Source: an optimization exercise on an open RTL-to-GDS flow (aim: small area). Production flows keep margins and buffers that such runs may drop.
In this exercise RTL edits were held to simulation tests only and were not proved equivalent to the original.
Power is estimated from default activity; no workload was simulated.

Setup of the previous run:
// ultrasonic_echo_ranger_median3
module ultrasonic_echo_ranger_median3 (
    input  logic        i_clk,
    input  logic        i_rst_n,
    input  logic        i_tick_valid,
    output logic        o_tick_ready,
    input  logic        i_tick_echo,
    input  logic        i_tick_start,
    input  logic        i_cfg_valid,
    output logic        o_cfg_ready,
    input  logic [1:0]  i_cfg_index,
    input  logic [15:0] i_cfg_data,
    output logic        o_res_valid,
    input  logic        i_res_ready,
    output logic        o_res_trigger,
    output logic        o_res_busy,
    output logic        o_res_result_valid,
    output logic [15:0] o_res_median,
    output logic [15:0] o_res_distance
);
    localparam logic [1:0]  P_IDLE = 2'd0;
    localparam logic [1:0]  P_TRIG = 2'd1;
    localparam logic [1:0]  P_WAIT = 2'd2;
    localparam logic [1:0]  P_HIGH = 2'd3;
    localparam logic [18:0] DIST_SCALE = 19'd287733;
    localparam logic [15:0] SAT_MED = 16'd14927;
    logic [1:0]  r_ph, r_idx;
    logic [15:0] r_el, r_wd, r_s0, r_s1;
    logic [15:0] r_tmo;
    logic [7:0]  r_trg;
    logic [1:0]  r_q0, r_q1, r_q2, r_q3;
    logic [2:0]  r_qn;
    logic [16:0] r_acc;
    logic [4:0]  r_dc;
    logic        acc, st, texit, tmo, fin, done, last;
    logic        is_trig, is_busy, lt0, lt1, a_lt, b_lt;
    logic [1:0]  p;
    logic [15:0] w;
    logic        inc_el, inc_wd, clr_el, clr_wd;
    logic [16:0] ec, wc, ge_tmo, gt0, gt1;
    logic [15:0] es, ws;
  ...
Size in the first run: roughly 770 cells after synthesis, roughly 63 I/O pins.
Settings: LEC_CHECK=0, CAP_MARGIN=20, CORE_MARGIN=2, CORE_UTILIZATION=40, SLEW_MARGIN=20; clock period 9.0 ns.
standard.sh (not shown) runs the stock make flow with config.mk's settings and CLKGATE_MAP_FILE= SYNTH_SCRIPT=/design/flow/synth_recipe.tcl, a recipe that flattens the netlist after the stock synthesis.
==> flow/flow/run.sh <==
#!/bin/bash
# Own layout flow: the standard ORFS flow (standard.sh) with three changes that only
# affect how the layout is made:
#  - synthesis maps the combinational logic with an area-oriented ABC script (registers are
#    the standard synthesis's, renamed to its instance names by match_regs.py);
#  - port buffers are the smallest buffer (buf_1) instead of the default choice;
#  - CTS uses clkbuf_4 and inserts no dummy clock loads.
# Each step's full output goes to a log file in this folder (and ORFS's own logs under orfs/).
set -euo pipefail
F=$(cd "$(dirname "$0")" && pwd)
R=orfs/results/sky130hd/ultrasonic_echo_ranger_median3/base
cp standard.sh standard_sh.txt.log
bash standard.sh synth > std_synth.log 2>&1
cp $R/1_2_yosys.v ref_std_synth.v
mkdir -p std_synth_logs
cp orfs/logs/sky130hd/ultrasonic_echo_ranger_median3/base/1_* std_synth_logs/ 2>/dev/null || true
rm -f $R/1_2_yosys.v $R/1_2_yosys.sdc $R/1_synth.odb $R/1_synth.sdc
# 2. the layout, from the area-mapped synthesis on
export REF_NETLIST=$PWD/ref_std_synth.v
export BUFFER_PORTS_ARGS="-buffer_cell sky130_fd_sc_hd__buf_1"
export CTS_ARGS="-sink_clustering_enable -repair_clock_nets -buf_list sky130_fd_sc_hd__clkbuf_4 -sink_clustering_size 40 -sink_clustering_max_diameter 120 -dont_use_dummy_load"
bash standard.sh SYNTH_SCRIPT="$F/synth_area.tcl" "BUFFER_PORTS_ARGS=$BUFFER_PORTS_ARGS" "CTS_ARGS=$CTS_ARGS" finish > flow_make.log 2>&1
Other scripts of this flow, unchanged in this note and not shown: flow/flow/abc_area.script, flow/flow/match_regs.py, flow/flow/synth_area.tcl
No stage failed in the previous run, and the final checks on the layout all came back clean.
The following lists how the current run was set up differently from the previous run:
diff --git a/flow/flow/run.sh b/flow/flow/run.sh
--- a/flow/flow/run.sh
+++ b/flow/flow/run.sh
@@ -21 +21 @@
-export CTS_ARGS="-sink_clustering_enable -repair_clock_nets -buf_list sky130_fd_sc_hd__clkbuf_4 -sink_clustering_size 40 -sink_clustering_max_diameter 120 -dont_use_dummy_load"
+export CTS_ARGS="-sink_clustering_enable -repair_clock_nets -buf_list sky130_fd_sc_hd__clkbuf_4 -sink_clustering_size 30 -sink_clustering_max_diameter 100 -sink_buffer_max_cap_derate 1.0 -dont_use_dummy_load"
Notes after the runs:
- The met1 wire length of the current run exceeds that of the previous run by 0.97%.
- Number of port buffers across the current run and the previous run: no real change.
- Going from the previous run to the current run, count of routing violations after the opening detailed-route iteration lower, cell area roughly the same, routed wire length roughly the same, post-layout total power roughly the same.
- On area growth from synthesis to final layout, the current run and the previous run are basically level.


Starting RTL as in the previous note.
clock: 9.0 ns
lec_check: 0
cap_margin: 20
core_margin: 2
core_utilization: 40
slew_margin: 20
==> flow/flow/run.sh <==
#!/bin/bash
# Own layout flow: the standard ORFS flow (standard.sh) with three changes that only
# affect how the layout is made:
#  - synthesis maps the combinational logic with an area-oriented ABC script (registers are
#    the standard synthesis's, renamed to its instance names by match_regs.py);
#  - port buffers are the smallest buffer (buf_1) instead of the default choice;
#  - CTS uses clkbuf_4 and inserts no dummy clock loads.
# Each step's full output goes to a log file in this folder (and ORFS's own logs under orfs/).
set -euo pipefail
F=$(cd "$(dirname "$0")" && pwd)
R=orfs/results/sky130hd/ultrasonic_echo_ranger_median3/base
cp standard.sh standard_sh.txt.log
bash standard.sh synth > std_synth.log 2>&1
cp $R/1_2_yosys.v ref_std_synth.v
mkdir -p std_synth_logs
cp orfs/logs/sky130hd/ultrasonic_echo_ranger_median3/base/1_* std_synth_logs/ 2>/dev/null || true
rm -f $R/1_2_yosys.v $R/1_2_yosys.sdc $R/1_synth.odb $R/1_synth.sdc
# 2. the layout, from the area-mapped synthesis on
export REF_NETLIST=$PWD/ref_std_synth.v
export BUFFER_PORTS_ARGS="-buffer_cell sky130_fd_sc_hd__buf_1"
export CTS_ARGS="-sink_clustering_enable -repair_clock_nets -buf_list {sky130_fd_sc_hd__clkbuf_2 sky130_fd_sc_hd__clkbuf_4} -sink_clustering_size 20 -sink_clustering_max_diameter 60 -dont_use_dummy_load"
bash standard.sh SYNTH_SCRIPT="$F/synth_area.tcl" "BUFFER_PORTS_ARGS=$BUFFER_PORTS_ARGS" "CTS_ARGS=$CTS_ARGS" finish > flow_make.log 2>&1
==> flow/flow/abc_area.script <==
strash
dch
map -a
topo
dnsize -c
Other scripts of this flow, unchanged in this note and not shown: flow/flow/match_regs.py, flow/flow/synth_area.tcl
The starting point completed without violations.
Edit:
--- a/flow/flow/run.sh
+++ b/flow/flow/run.sh
@@ -21 +21 @@
-export CTS_ARGS="-sink_clustering_enable -repair_clock_nets -buf_list {sky130_fd_sc_hd__clkbuf_2 sky130_fd_sc_hd__clkbuf_4} -sink_clustering_size 20 -sink_clustering_max_diameter 60 -dont_use_dummy_load"
+export CTS_ARGS="-sink_clustering_enable -repair_clock_nets -buf_list sky130_fd_sc_hd__clkbuf_4 -sink_clustering_size 20 -sink_clustering_max_diameter 60 -dont_use_dummy_load"
==> flow/flow/abc_area.script (replaced) <==
strash
&get -n
&dch -f
&nf -a -R 1000
&put
topo
dnsize -c
CAP_MARGIN = 0   (was 20)
GPL_TIMING_DRIVEN = 0   (was default)
SLEW_MARGIN = 0   (was 20)
Outcome: Global-route usage is lower by 0.75 points; clock power barely changes; core utilization is higher by 0.16 points.
Edit:
CAP_MARGIN = 10   (was 0)
GPL_TIMING_DRIVEN = default   (was 0)
SLEW_MARGIN = 10   (was 0)
After rerunning: Register-to-register slack improves by 110 ps. Critical path depth increases by 1. Clock-buffer cell count does not change. Area after synthesis does not change. Total power is lower by 0.67%.

## afterwards: timing with drivers on the ports
Ports are ideal in the flow. The routed layouts listed here were re-timed in OpenROAD.
Step 1 sets driving cells, clkbuf_16 on the clock port and buf_2 on the other inputs (assumed; they add their load-dependent delay and slew).
Step 2 moves the port delays by t, midway between the first and last clock arrival at a register: inputs arrive t later, outputs are due t later. That takes back most of the time a late clock gives input paths.
Slacks: ideal / step 1 / step 2; pairs: ideal / step 1.
run	shift t [ns]	setup slack, ns	hold slack, ns	slew at the worst register clock pin (ns)
the previous run	0.549	2.380 / 2.380 / 2.380	0.464 / 0.464 / 0.464	0.11 / 0.11
the current run	0.546	2.333 / 2.333 / 2.333	0.463 / 0.463 / 0.463	0.11 / 0.11
the first run of note 2	0.566	2.321 / 2.321 / 2.321	0.449 / 0.449 / 0.449	0.12 / 0.12
the second run of note 2	0.532	1.111 / 1.111 / 1.111	0.446 / 0.446 / 0.446	0.12 / 0.12
the third run of note 2	0.520	1.223 / 1.223 / 1.223	0.447 / 0.447 / 0.447	0.11 / 0.11
After both steps setup and hold are still met in every run listed.
